What follows belongs to an exercise in optimizing a design on an open flow for small area and a short achievable clock period; a production flow would make more cautious choices.
The RTL was checked by simulation tests, not by an equivalence proof against the original design.
Power is estimated from default activity; no workload was simulated.

## fairq_top
module fairq_top (
   input  logic                   clk,
   input  logic                   reset,
   input  logic                   in_wr,
   input  fairq_pkg::ctrl_t       in_ctrl,
   input  fairq_pkg::data_word_t  in_data,
   input  logic                   rd_dst_addr,
   input  fairq_pkg::queue_idx_t  dst_oq,
   input  fairq_pkg::sram_addr_t  dst_oq_high_addr,
   input  fairq_pkg::sram_addr_t  dst_oq_low_addr,
   output logic                   out_wr,
   output fairq_pkg::ctrl_t       out_ctrl,
   output fairq_pkg::data_word_t  out_data
);
   logic                      ev_open;
   logic                      ev_close;
   logic                      header_word;
   logic                      rewrite_word;
   fairq_pkg::queue_idx_t     src_queue;
   fairq_pkg::queue_idx_t     dst_queue;
   fairq_pkg::sram_addr_t     new_capacity;
   logic                      unused_cap_ge;
   logic                      clear;
   logic                      cfg_valid;
   fairq_pkg::queue_idx_t     cfg_queue;
   logic [16:0]               cfg_cap4;
   logic                      cfg_nz;
   logic [8-1:0] lane_live;
   logic [16:0]               lane_cap4  [8];
   fairq_pkg::flow_count_t    lane_open  [8];
   fairq_pkg::flow_count_t    lane_diff  [8];
  ...
For scale: about 2300 cells after synthesis, roughly 720 flip-flops, about 0.030 mm^2 of cells after synthesis.
==> module fairq_window_rewriter, before the edit <==
module fairq_window_rewriter (
   input  logic                    clk,
   input  logic                    reset,
   input  logic                    clear,
   input  logic                    in_wr,
   input  fairq_pkg::ctrl_t        in_ctrl,
   input  fairq_pkg::data_word_t   in_data,
   input  logic                    rewrite_word,
   input  fairq_pkg::queue_idx_t   src_queue,
   input  logic                    port_free,
   output fairq_pkg::queue_idx_t   div_queue,
   output fairq_pkg::queue_idx_t   div_queue_next,
   input  logic                    port_live,
   input  logic [16:0]             port_cap4,
   input  fairq_pkg::flow_count_t  port_open,
   input  fairq_pkg::flow_count_t  port_diff,
   output logic                    out_wr,
   output fairq_pkg::ctrl_t        out_ctrl,
   output fairq_pkg::data_word_t   out_data
);
   localparam logic [3:0] LAST = 4'd15;
   logic [3:0]    step_count;
   logic [15:0]   divisor;
   logic [15:0]   remainder;
   logic [12:0]   quotient;
   logic          live_s;
   logic          sat;
   logic          open_ge;
   logic [15:0]   unused_open_d;
   logic          diff_ok;
   logic [3:0]    cap_top;
   logic [16:0]   part;
   logic [16:0]   dif;
   logic          ge;
   logic          sat_lo;
   logic [3:0]    unused_sat_d;
   logic [12:0]   code;
   fairq_sub #(.W(16)) u_flows (
      .a  (remainder),
      .b  (divisor),
      .d  (unused_open_d),
      .ge (open_ge)
   );
   assign diff_ok = (divisor != 16'd0) && open_ge;
   fairq_sub #(.W(4)) u_sat (
      .a  (remainder[3:0]),
      .b  (divisor[3:0]),
      .d  (unused_sat_d),
      .ge (sat_lo)
   );
   assign part = {remainder, quotient[12]};
   fairq_sub #(.W(17)) u_step (
      .a  (part),
      .b  ({1'b0, divisor}),
      .d  (dif),
      .ge (ge)
   );
   always_ff @(posedge clk) begin
      if (reset || clear) begin
         step_count <= 4'd0;
      end else if (step_count == 4'd0) begin
         if (port_free) step_count <= 4'd1;
      end else if (step_count == LAST) begin
         step_count <= 4'd0;
      end else begin
         step_count <= step_count + 4'd1;
      end
   end
   assign div_queue_next = reset ? 3'd0 :
                           (step_count == LAST) ? div_queue + 3'd1 : div_queue;
   always_ff @(posedge clk) begin
      div_queue <= div_queue_next;
   end
   always_ff @(posedge clk) begin
      if (step_count == 4'd0) begin
         live_s    <= port_live;
         divisor   <= port_diff;
         remainder <= port_open;
         cap_top   <= port_cap4[16:13];
         quotient  <= port_cap4[12:0];
      end else if (step_count == 4'd1) begin
         if (!diff_ok) divisor <= 16'd1;
         remainder <= {12'd0, cap_top};
      end else if (step_count != LAST) begin
         if (step_count == 4'd2)
            sat <= (divisor[15:4] == 12'd0) && sat_lo;
         remainder <= ge ? dif[15:0] : part[15:0];
         quotient  <= {quotient[11:0], ge};
      end
   end
   always_comb begin
      if (!live_s)                     code = 13'd0;
      else if (sat)                    code = 13'd1;
      else if (quotient[12:8] == 5'd0) code = 13'h100;
      else                             code = quotient;
   end
   logic [12:0]   win_code [8];
   logic [12:0]   code_bus;
   logic [12:0]   src_code;
   assign code_bus = clear ? 13'd0 : code;
   for (genvar q = 0; q < 8; q++) begin : g_code
      always_ff @(posedge clk) begin
         if (clear || (step_count == LAST && div_queue == 3'(q)))
            win_code[q] <= code_bus;
      end
   end
   assign src_code = win_code[src_queue];
   logic                  has_share;
   fairq_pkg::window_t    new_window;
   always_ff @(posedge clk) begin
      has_share    <= (src_code != 13'd0);
      new_window   <= (src_code[12:8] == 5'd0) ? 16'hFFFF : {src_code, 3'b000};
   end
   fairq_pkg::window_t    old_window;
   fairq_pkg::window_t    old_checksum;
   fairq_pkg::window_t    csa_sum;
   fairq_pkg::window_t    csa_carry;
   assign old_window   = in_data[63:48];
   assign old_checksum = in_data[47:32];
   logic [15:0]           csa_rot;
   logic [15:0]           ck_carry;
   logic [15:0]           ck_half;
   logic                  rewrite;
   fairq_pkg::window_t    ck_part;
   fairq_pkg::window_t    ck_carry_r;
   assign csa_sum   = old_window ^ (old_checksum ^ new_window);
   assign csa_carry = (~old_window & ~old_checksum) | (~old_window & new_window) |
                      (~old_checksum & new_window);
   assign csa_rot   = {csa_carry[14:0], csa_carry[15]};
   fairq_eac_carry u_ck (
      .a (csa_sum),
      .b (csa_rot),
      .c (ck_carry)
   );
   assign ck_half = old_window ^ (old_checksum ^ (new_window ^ csa_rot));
   assign rewrite = rewrite_word && has_share;
   always_ff @(posedge clk) begin
      if (reset) out_wr <= 1'b0;
      else       out_wr <= in_wr;
   end
   fairq_pkg::window_t    out_window;
   logic [31:0]           out_low;
   always_ff @(posedge clk) begin
      out_ctrl   <= in_ctrl;
      out_window <= rewrite ? new_window : old_window;
      out_low    <= in_data[31:0];
      ck_part    <= rewrite ? ~ck_half : old_checksum;
      ck_carry_r <= rewrite ? ck_carry : 16'd0;
   end
   assign out_data = {out_window, ck_part ^ ck_carry_r, out_low};
endmodule
Settings: LEC_CHECK=0, CAP_MARGIN=20, CORE_MARGIN=2, CORE_UTILIZATION=40, CTS_CLUSTER_DIAMETER=180, CTS_CLUSTER_SIZE=26, SLEW_MARGIN=20, TNS_END_PERCENT=0; clock period 8.5 ns.
standard.sh (not shown) runs the stock make flow with config.mk's settings and CLKGATE_MAP_FILE= SYNTH_SCRIPT=/design/flow/synth_recipe.tcl, a recipe that flattens the netlist after the stock synthesis.
==> flow/flow/run.sh <==
#!/bin/bash
# The standard layout (standard.sh, unchanged synthesis and steps) with two
# knobs the flow settings cannot reach: port buffers are buf_1 cells instead
# of the default delay cells, and timing repair aims for a larger setup slack.
# make's output goes to flow.log here; each ORFS step keeps its own log under
# orfs/logs/.
set -euo pipefail
export BUFFER_PORTS_ARGS="-buffer_cell sky130_fd_sc_hd__buf_1"
export SETUP_SLACK_MARGIN=6.0
bash standard.sh > flow.log 2>&1
The baseline passed the timing, DRC and antenna checks.
Edit:
--- a/flow/design.v
+++ b/flow/design.v
@@ -314,11 +314,13 @@
    end
    assign src_code = win_code[src_queue];
    logic                  has_share;
    fairq_pkg::window_t    new_window;
+   fairq_pkg::window_t    new_window_n;
    always_ff @(posedge clk) begin
       has_share    <= (src_code != 13'd0);
       new_window   <= (src_code[12:8] == 5'd0) ? 16'hFFFF : {src_code, 3'b000};
+      new_window_n <= (src_code[12:8] == 5'd0) ? 16'h0000 : ~{src_code, 3'b000};
    end
    fairq_pkg::window_t    old_window;
    fairq_pkg::window_t    old_checksum;
    fairq_pkg::window_t    csa_sum;
@@ -331,10 +333,10 @@
    logic                  rewrite;
    fairq_pkg::window_t    ck_part;
    fairq_pkg::window_t    ck_carry_r;
    assign csa_sum   = old_window ^ (old_checksum ^ new_window);
-   assign csa_carry = (~old_window & ~old_checksum) | (~old_window & new_window) |
-                      (~old_checksum & new_window);
+   assign csa_carry = (new_window & ~(old_window & old_checksum)) |
+                      (new_window_n & ~(old_window | old_checksum));
    assign csa_rot   = {csa_carry[14:0], csa_carry[15]};
    fairq_eac_carry u_ck (
       .a (csa_sum),
       .b (csa_rot),
Hold slack degrades by 0.0093 ns.
Global-route usage drops by 0.99 points.
Non-clock buffer count drops by 15.
Routed wire length drops by 3.8%.
Register-to-register slack degrades by 0.02 ns.
Sequential power climbs by about 2%.
Clock skew climbs by 0.0096 ns.
Synthesized cell count climbs by 2.8%.

[static timing again, ports no longer ideal]
How much do the figures lean on ideal ports? The routed layouts below were timed once more, with nothing changed but the port constraints.
Step 1: set_driving_cell puts a clkbuf_16 on clk and a buf_2 on each other input, an assumption about the parent block.
Step 2 moves the port delays by t, midway between the first and last clock arrival at a register: inputs arrive t later, outputs are due t later. That takes back most of the time a late clock gives input paths.
Three values: ideal, step 1, step 2; two values: the first two.
run | t (ns) | setup slack, ns | hold WS [ns] | worst setup path after step 2 | worst register clock-pin slew, ns
the first run | 0.702 | 5.347 / 5.348 / 4.690 | 0.495 / 0.495 / 0.495 | input to register | 0.11 / 0.11
the second run | 0.651 | 5.251 / 5.284 / 4.632 | 0.485 / 0.485 / 0.485 | input to register | 0.11 / 0.11
After both steps every run listed still meets setup and hold. For the first run, which loses most, drivers alone change the setup slack by +0.001 ns; drivers and shift together by -0.657 ns.
